Source: an optimization exercise on an open RTL-to-GDS flow (aim: small area). Production flows keep margins and buffers that such runs may drop. Function was checked by simulation only, so behaviour that the tests miss may differ from the original. Power figures rest on the tool's default switching activity, not on a simulated workload.

==> flow/run.sh <==
#!/bin/bash
# synth_recipe.tcl (not shown) runs the flow's synth.tcl, then flattens the netlist and writes it again
# the make line also repeats each setting of config.mk as NAME=value (left out here)
make -C /OpenROAD-flow-scripts/flow DESIGN_CONFIG=/design/flow/config.mk WORK_HOME=/design/flow/orfs CLKGATE_MAP_FILE= SYNTH_SCRIPT=/design/flow/synth_recipe.tcl finish
==> flow/config.mk <==
export PLATFORM = sky130hd
export DESIGN_NAME = triangle_assembler
export DESIGN_NICKNAME = triangle_assembler
export VERILOG_FILES = /design/flow/design.v
export SDC_FILE = /design/flow/constraint.sdc
export NUM_CORES = 4
export LEC_CHECK = 0
export CAP_MARGIN = 20
export CORE_MARGIN = 2
export CORE_UTILIZATION = 30
export SLEW_MARGIN = 20
==> flow/constraint.sdc <==
create_clock -name core_clock -period 6.0 [get_ports {clk_i}]
set_input_delay 1.2000 -clock core_clock [delete_from_list [all_inputs] [get_ports {clk_i}]]
set_output_delay 1.2000 -clock core_clock [all_outputs]
set_load 0.01 [all_outputs]
==> flow/design.v <==
module triangle_fifo #(
    parameter int DEPTH = 4,
    parameter int WIDTH = 214
) (
    input  logic                     clk_i,
    input  logic                     rst_ni,
    input  logic                     push_i,
    input  logic [WIDTH-1:0]         data_i,
    input  logic                     pop_i,
    output logic [WIDTH-1:0]         data_o,
    output logic                     full_o,
    output logic                     empty_o,
    output logic [$clog2(DEPTH):0]   count_o
);
    localparam int PTR_W = $clog2(DEPTH);
    localparam logic [PTR_W:0] FULL_COUNT = (PTR_W + 1)'(DEPTH);
    logic [DEPTH-1:0][WIDTH-1:0] mem_q;
    logic [PTR_W-1:0]   wr_ptr_q;
    logic [PTR_W-1:0]   rd_ptr_q;
    logic [PTR_W:0]     count_q;
    logic               do_push;
    logic               do_pop;
    assign do_pop  = pop_i && (count_q != '0);
    assign do_push = push_i && ((count_q != FULL_COUNT) || do_pop);
    always_ff @(posedge clk_i or negedge rst_ni) begin
        if (!rst_ni) begin
            mem_q <= '0;
        end else if (do_push) begin
            mem_q[wr_ptr_q] <= data_i;
        end
    end
    always_ff @(posedge clk_i or negedge rst_ni) begin
        if (!rst_ni) begin
            wr_ptr_q <= '0;
            rd_ptr_q <= '0;
            count_q  <= '0;
        end else begin
            if (do_push) begin
                wr_ptr_q <= wr_ptr_q + 1'b1;
            end
            if (do_pop) begin
                rd_ptr_q <= rd_ptr_q + 1'b1;
            end
            case ({do_push, do_pop})
                2'b10:   count_q <= count_q + 1'b1;
                2'b01:   count_q <= count_q - 1'b1;
                default: count_q <= count_q;
            endcase
        end
    end
    assign data_o  = mem_q[rd_ptr_q];
    assign full_o  = (count_q == FULL_COUNT);
    assign empty_o = (count_q == '0);
    assign count_o = count_q;
endmodule
module triangle_assembler #(
    parameter int DEPTH     = 4,
    parameter int AF_MARGIN = 2
) (
    input  logic                clk_i,
    input  logic                rst_ni,
    input  logic                data_in_i,
    input  logic [11:0]         triangle_index_in_i,
    input  logic signed [17:0]  u_i,
    input  logic signed [17:0]  v_i,
    input  logic signed [17:0]  n_i,
    input  logic                clear_status_i,
    output logic                tri_valid_o,
    input  logic                tri_ready_i,
    output logic [11:0]         tri_index_o,
    output logic [2:0][17:0]    tri_u_o,
    output logic [2:0][17:0]    tri_v_o,
    output logic [2:0][17:0]    tri_n_o,
    output logic [9:0]          bbox_min_x_o,
    output logic [9:0]          bbox_max_x_o,
    output logic [9:0]          bbox_min_y_o,
    output logic [9:0]          bbox_max_y_o,
    output logic                almost_full_o,
    output logic                seq_error_o,
    output logic                overflow_o,
    output logic [15:0]         culled_count_o
);
    localparam int COORD_W = 18;
    localparam int INDEX_W = 12;
    localparam int BBOX_W  = 10;
    localparam int VTX_W   = 3 * COORD_W;
    localparam int PKT_W   = INDEX_W + 3 * VTX_W + 4 * BBOX_W;
    localparam logic signed [COORD_W-1:0] SCREEN_X_MAX = 18'sd639;
    localparam logic signed [COORD_W-1:0] SCREEN_Y_MAX = 18'sd479;
    localparam logic [1:0] VCNT_0 = 2'd0;
    localparam logic [1:0] VCNT_1 = 2'd1;
    localparam logic [1:0] VCNT_2 = 2'd2;
    localparam int CNT_W = $clog2(DEPTH) + 1;
    localparam logic [CNT_W-1:0] AF_LEVEL = CNT_W'(DEPTH - AF_MARGIN);
    function automatic logic signed [COORD_W-1:0] min3(
        input logic signed [COORD_W-1:0] a,
        input logic signed [COORD_W-1:0] b,
        input logic signed [COORD_W-1:0] c);
        logic signed [COORD_W-1:0] m;
        m = (a < b) ? a : b;
        m = (c < m) ? c : m;
        min3 = m;
    endfunction
    function automatic logic signed [COORD_W-1:0] max3(
        input logic signed [COORD_W-1:0] a,
        input logic signed [COORD_W-1:0] b,
        input logic signed [COORD_W-1:0] c);
        logic signed [COORD_W-1:0] m;
        m = (a > b) ? a : b;
        m = (c > m) ? c : m;
        max3 = m;
    endfunction
    function automatic logic is_nonpositive(input logic signed [COORD_W-1:0] c);
        is_nonpositive = c[COORD_W-1] || (c == '0);
    endfunction
    function automatic logic [BBOX_W-1:0] clamp_to_screen(
        input logic signed [COORD_W-1:0] c,
        input logic signed [COORD_W-1:0] hi);
        if (c[COORD_W-1]) begin
            clamp_to_screen = '0;
        end else if (c > hi) begin
            clamp_to_screen = hi[BBOX_W-1:0];
        end else begin
            clamp_to_screen = c[BBOX_W-1:0];
        end
    endfunction
    logic [VTX_W-1:0]          in_vtx;
    logic [2:0][VTX_W-1:0]     slot_q, slot_d;
    logic [INDEX_W-1:0]        idx_q, idx_d;
    logic [1:0]                vcnt_q, vcnt_d;
    logic                      asm_valid_q, asm_valid_d;
    logic                      mismatch;
    logic signed [COORD_W-1:0] su0, su1, su2, sv0, sv1, sv2, sn0, sn1, sn2;
    logic signed [COORD_W-1:0] min_u, max_u, min_v, max_v;
    logic                      cull_d;
    logic [PKT_W-1:0]          pkt_d;
    logic                      eval_valid_q;
    logic                      eval_cull_q;
    logic [PKT_W-1:0]          eval_pkt_q;
    logic                      fifo_push, fifo_pop, fifo_full, fifo_empty;
    logic                      cull_evt, drop_evt;
    logic [CNT_W-1:0]          fifo_count;
    logic [PKT_W-1:0]          head;
    logic [2:0][VTX_W-1:0]     head_vtx;
    logic                      seq_error_q, overflow_q;
    logic [15:0]               culled_count_q;
    assign in_vtx = {u_i, v_i, n_i};
    always_ff @(posedge clk_i or negedge rst_ni) begin
        if (!rst_ni) begin
            slot_q      <= '0;
            idx_q       <= '0;
            vcnt_q      <= VCNT_0;
            asm_valid_q <= 1'b0;
        end else begin
            slot_q      <= slot_d;
            idx_q       <= idx_d;
            vcnt_q      <= vcnt_d;
            asm_valid_q <= asm_valid_d;
        end
    end
    always_comb begin
        slot_d      = slot_q;
        idx_d       = idx_q;
        vcnt_d      = vcnt_q;
        asm_valid_d = 1'b0;
        mismatch    = 1'b0;
        if (data_in_i) begin
            case (vcnt_q)
                VCNT_0: begin
                    slot_d[0] = in_vtx;
                    idx_d     = triangle_index_in_i;
                    vcnt_d    = VCNT_1;
                end
                VCNT_1, VCNT_2: begin
                    if (triangle_index_in_i != idx_q) begin
                        mismatch  = 1'b1;
                        slot_d[0] = in_vtx;
                        idx_d     = triangle_index_in_i;
                        vcnt_d    = VCNT_1;
                    end else if (vcnt_q == VCNT_1) begin
                        slot_d[1] = in_vtx;
                        vcnt_d    = VCNT_2;
                    end else begin
                        slot_d[2]   = in_vtx;
                        vcnt_d      = VCNT_0;
                        asm_valid_d = 1'b1;
                    end
                end
                default: vcnt_d = VCNT_0;
            endcase
        end
    end
    assign su0 = slot_q[0][53:36];
    assign sv0 = slot_q[0][35:18];
    assign sn0 = slot_q[0][17:0];
    assign su1 = slot_q[1][53:36];
    assign sv1 = slot_q[1][35:18];
    assign sn1 = slot_q[1][17:0];
    assign su2 = slot_q[2][53:36];
    assign sv2 = slot_q[2][35:18];
    assign sn2 = slot_q[2][17:0];
    always_comb begin
        min_u  = min3(su0, su1, su2);
        max_u  = max3(su0, su1, su2);
        min_v  = min3(sv0, sv1, sv2);
        max_v  = max3(sv0, sv1, sv2);
        cull_d = is_nonpositive(sn0) || is_nonpositive(sn1) || is_nonpositive(sn2) ||
                 max_u[COORD_W-1] || (min_u > SCREEN_X_MAX) ||
                 max_v[COORD_W-1] || (min_v > SCREEN_Y_MAX);
        pkt_d = {idx_q, slot_q,
                 clamp_to_screen(min_u, SCREEN_X_MAX),
                 clamp_to_screen(max_u, SCREEN_X_MAX),
                 clamp_to_screen(min_v, SCREEN_Y_MAX),
                 clamp_to_screen(max_v, SCREEN_Y_MAX)};
    end
    always_ff @(posedge clk_i or negedge rst_ni) begin
        if (!rst_ni) begin
            eval_valid_q <= 1'b0;
            eval_cull_q  <= 1'b0;
            eval_pkt_q   <= '0;
        end else begin
            eval_valid_q <= asm_valid_q;
            if (asm_valid_q) begin
                eval_cull_q <= cull_d;
                eval_pkt_q  <= pkt_d;
            end
        end
    end
    assign fifo_pop  = tri_ready_i && !fifo_empty;
    assign fifo_push = eval_valid_q && !eval_cull_q;
    assign cull_evt  = eval_valid_q && eval_cull_q;
    assign drop_evt  = fifo_push && fifo_full && !fifo_pop;
    triangle_fifo #(
        .DEPTH (DEPTH),
        .WIDTH (PKT_W)
    ) u_fifo (
        .clk_i   (clk_i),
        .rst_ni  (rst_ni),
        .push_i  (fifo_push),
        .data_i  (eval_pkt_q),
        .pop_i   (fifo_pop),
        .data_o  (head),
        .full_o  (fifo_full),
        .empty_o (fifo_empty),
        .count_o (fifo_count)
    );
    always_ff @(posedge clk_i or negedge rst_ni) begin
        if (!rst_ni) begin
            seq_error_q    <= 1'b0;
            overflow_q     <= 1'b0;
            culled_count_q <= '0;
        end else if (clear_status_i) begin
            seq_error_q    <= 1'b0;
            overflow_q     <= 1'b0;
            culled_count_q <= {15'd0, cull_evt};
        end else begin
            seq_error_q    <= seq_error_q | mismatch;
            overflow_q     <= overflow_q | drop_evt;
            culled_count_q <= culled_count_q + {15'd0, cull_evt};
        end
    end
    assign head_vtx = head[PKT_W-INDEX_W-1 -: 3*VTX_W];
    for (genvar gi = 0; gi < 3; gi++) begin : g_vtx_out
        assign tri_u_o[gi] = head_vtx[gi][53:36];
        assign tri_v_o[gi] = head_vtx[gi][35:18];
        assign tri_n_o[gi] = head_vtx[gi][17:0];
    end
    assign tri_valid_o    = !fifo_empty;
    assign tri_index_o    = head[PKT_W-1 -: INDEX_W];
    assign bbox_min_x_o   = head[4*BBOX_W-1 -: BBOX_W];
    assign bbox_max_x_o   = head[3*BBOX_W-1 -: BBOX_W];
    assign bbox_min_y_o   = head[2*BBOX_W-1 -: BBOX_W];
    assign bbox_max_y_o   = head[BBOX_W-1 -: BBOX_W];
    assign almost_full_o  = (fifo_count >= AF_LEVEL);
    assign seq_error_o    = seq_error_q;
    assign overflow_o     = overflow_q;
    assign culled_count_o = culled_count_q;
endmodule
==> metrics.md <==
| Metric | Value |
|---|---|
| P&R area growth vs syn | `21.7%` |
| IO buf count | `a little over 300` |
| Initial DRC Count | `approximately 11000` |
| Ranking of synthesized cells by area | `dfrtp_1 (45%), mux4_2 (14%), mux2_2 (5.8%)` |
| Critical Path RT | `6.77 ns` |
| Placed instance area | `~0.081 mm^2` |
| Synth cell count leaders | `dfrtp_1 (1274), nand2_1 (1046), o21ai_0 (649)` |
| Synth cell types | `90` |
| Largest family of logic cells by synthesized area | `multiplexers` |
| Part of the power in registers | `39.5%` |
| Synth top area share | `45.0%` |
| Initial antenna violation count | `slightly above 80` |
| Multiplexer share of the synthesized area | `between 20% and 30%` |
| GRT Total Usage | `between 30% and 40%` |
| Max Clk Rate | `0.178 GHz` |
| Synth Flop Type | `dfrtp_1` |
| Pre-CTS WS | `0.363 ns` |
| Final TNS setup | `0 ns` |
| Async set-reset flop share out of synthesis | `100%` |
| Vias in the first global route | `64500` |
| Wire length of the first global-routing pass | `613 mm` |
| Die area | `0.240 mm^2` |
| Core Rows | `178` |
| Mapped cell area | `just over 0.07 mm^2` |
| Finished layout cell area | `about 0.086 mm^2` |
| Simple-Gate Fraction of Synth Area | `a little over a tenth` |
| Drt total wl | `465 mm` |
| Switching share of total power | `30.2%` |
| Area leader, netlist | `dfrtp_1` |
| Core footprint | `0.235 mm^2` |
| Via Count | `~68000` |
| Worst-path fanout max | `15` |
| Critical path class | `reg2reg` |
| Peak VDD IR | `about 0.24 mV` |
| CTS buffer count | `150` |
| Xor/xnor share of the synthesized area | `less than 1%` |
| Power density over cell area | `267 mW/mm^2` |
| Seq/Total Area, Yosys | `45.0%` |
| Starting Density | `a little under a third` |
| Drt wl/cell | `~44 um` |
| Total grt overflow | `0` |
| CP arrival | `~6.4 ns` |
| Clk latency of the worst-skew pair | `0.89 ns` |
| WHS | `roughly 0.33 ns` |
| Slew Viols, Final | `0` |
| Rel. slew slack | `18.9%` |
| Clock-pin slew on the worst setup and hold paths | `around 0.060 ns` |
| DRC Markers | `0` |
| CP startpoint | `slot_q[87]` |
| Final Hold Viols | `0` |
| Top-count cell post-synth | `dfrtp_1` |
| Post-route ant nets | `0` |
| Shortest period the worst path allows | `approximately 5.6 ns` |
| Worst-Margin Slew | `approximately 1.2 ns` |
| Clock share of power | `roughly 43%` |
| EDFF count, synth | `0` |
| Int Pwr | `between 15000 and 20000 uW` |
| Syn Nets | `around 7000` |
| Hold WC Path Type | `in2async` |
| Max-cap viol count | `0` |
| Largest net degree at the start of global routing | `roughly 150` |
| Run status | `finished clean` |
| 1st-pass router iterations | `8` |
| Post-Synth Adder-Cell Area | `under 10%` |
| Routed vias/inst | `approximately 6.5` |
| Clk root buf | `clkbuf_16` |
| Cells after Synth | `6667` |
| DP HPWL | `around 360 mm` |
| Synthesized area per cell | `between 10 and 15 um^2` |
| Logic pwr share | `roughly 18%` |
| Die H | `490 um` |
| H-tree depth | `4` |
| GP Congestion | `1.09` |
| CP startpoint kind | `flop` |
| Final worst slack | `0.378 ns` |
| Skew final | `about 0.074 ns` |
| Lkg Pwr | `~0.037 uW` |
| Io pins | `305` |
| Sw power | `6970 uW` |
| Tcrit/Tclk final | `between 90% and 100%` |
| CTS Sinks | `1274` |
| FF+latch count, synth | `approximately 1300` |
| Nets@finish | `roughly 7300` |
| Final setup viols | `0` |
| CTS tree | `done` |
| Share of cells above drive strength 1 | `23.5%` |
| Clock Tree Buf Depth | `3` |
| Worst setup EP type | `flop` |
| R2R Path Start | `slot_q[87]` |
| Die Wd | `just under 500 um` |
| RSZ-0062 raised after global routing | `false` |
| Number of synthesis warnings | `2` |
| Synth Area in Compound Gates | `16.8%` |
## worst max-delay path, cell delays in order, from the launching register on
cell,delay [ns]
dfrtp_1,0.42
inv_1,0.10
ha_1,0.31
nand2_1,0.11
nor4_4,0.46
nor3b_4,0.35
o31a_2,0.29
o21ai_2,0.08
buf_4,0.23
buf_4,0.20
mux2i_1,0.13
ha_1,0.20
a21o_1,0.17
a2111o_1,0.39
o21ai_1,0.20
and2_1,0.25
buf_4,0.14
mux2i_1,0.24
o21ai_0,0.14
o21a_1,0.24
a2111oi_4,0.65
a221o_1,0.21
## flip-flops by register name, indices dropped and copies added, names as in the netlist
signal,count
u_fifo.mem_q,856
eval_pkt_q,214
slot_q,162
culled_count_q,16
idx_q,12
u_fifo.count_q,3
u_fifo.rd_ptr_q,2
u_fifo.wr_ptr_q,2
vcnt_q,2
asm_valid_q,1
eval_cull_q,1
eval_valid_q,1
overflow_q,1
seq_error_q,1
## layout make-up
cell class | count | area, um^2
diodes | 53 | 133
fillers | 23500 | 149000
multi-input cells | 4737 | 36800
flip-flops and latches | 1274 | 31900
clock buffers | 201 | 4220
repair buffers | 871 | 7980
clock inverters | 67 | 967
well taps | 3150 | 3940
inverters | 103 | 397
## routing by layer
layer  up-vias  global-route usage, %  part of all wire [%]
met4        30                   25.5                   8.2
met1     35500                   49.4                    39
met5         -                  0.456                 0.056
met3      1202                   13.3                    12
li1      25800                      -                     -
met2      5139                   51.8                    40
## kinds of logic (layout without fill, tap and decap cells)
kind of cell | Yosys count | count (layout)
buffers and inverters | 656 | 1242
AOI/OAI and AO/OA | 1879 | 1879
xor gates and xnor gates | 29 | 29
and+or+nand+nor | 1780 | 1780
DFF | 1274 | 1274
muxes | 929 | 929
adders and majority gates | 120 | 120
other | 0 | 53
## final timing paths
kind,endpoint,slack (ns),cells after the start
worst max-delay path,eval_pkt_q[2],0.38,21
worst min-delay path,eval_pkt_q[59],0.33,1
worst max register to register,eval_pkt_q[2],0.38,21
worst min register to register,u_fifo.mem_q[653],0.47,2
max in group asynchronous,u_fifo.mem_q[786],4.11,2
min in group core_clock,u_fifo.mem_q[653],0.47,2
## repair_timing
action | 4_1_cts | 5_1_grt
endpoints found under the setup margin | 0 | 9
buffers inserted | 0 | 2
hold buffers | 0 | 0
gates resized for setup | 0 | 2
## power groups by stage
| stage | Combinational (uW) | Sequential, uW | Clock, uW |
|---|---|---|---|
| finish | 4120 | 9120 | 9820 |
| detailed placement | 4110 | 9250 | 0 |
| floorplan | 2680 | 9020 | 0 |
| CTS | 4130 | 9110 | 9900 |
| global route | 4410 | 9130 | 10200 |
| global placement | 4100 | 9250 | 0 |
## cells in the final DEF (no fill, tap or decap), drive strengths merged, types with 18 or more instances in the layout
| master | n |
|---|---|
| nor3 | 52 |
| nand4 | 37 |
| a21oi | 463 |
| a21o | 45 |
| nand2 | 1047 |
| o31ai | 33 |
| o211ai | 42 |
| mux4 | 433 |
| a31oi | 39 |
| o2bb2ai | 19 |
| dfrtp | 1274 |
| clkbuf | 201 |
| nor2b | 18 |
| nand3 | 92 |
| mux2i | 133 |
| nor4 | 28 |
| diode | 53 |
| and2 | 82 |
| clkinv | 37 |
| a32o | 24 |
| a222oi | 20 |
| mux2 | 363 |
| nor2 | 349 |
| o22ai | 52 |
| xnor2 | 22 |
| clkdlybuf4s50 | 303 |
| a211oi | 40 |
| o21ai | 654 |
| ha | 119 |
| a22oi | 55 |
| inv | 110 |
| a22o | 243 |
| a221o | 20 |
| buf | 568 |
## metrics by stage
stage | total power [uW] | util, % | instances
5_1_grt | 23800 | 36.6 | 10400
2_1_floorplan | 11700 | - | 6667
4_1_cts | 23100 | 36.6 | 10400
6_report | 23100 | 36.7 | 10500
3_3_place_gp | 13300 | 34.4 | 10100
3_5_place_dp | 13400 | 34.4 | 10100

## separate check: timing with driven ports
The flow's constraints put no driver on any port. The routed layout listed below was extracted and timed again, unchanged, in two steps.
Step 1 sets driving cells, clkbuf_16 on the clock port and buf_2 on the other inputs (assumed; they add their load-dependent delay and slew).
Step 2, shift: input delay + t, output delay - t, t = (earliest + latest rising clock arrival at the registers) / 2. This alone moves slack from input paths to output paths.
Slacks: ideal ports / drivers / drivers and shift; pairs: ideal ports / drivers.
t, ns: 0.948
slack for setup (ns): 0.378 / 0.378 / 0.378
clock arrival spread, ns: 0.075 / 0.076
After both steps setup and hold are still met in this run. For this run, drivers alone change the setup slack by 0.000 ns; drivers and shift together by 0.000 ns.
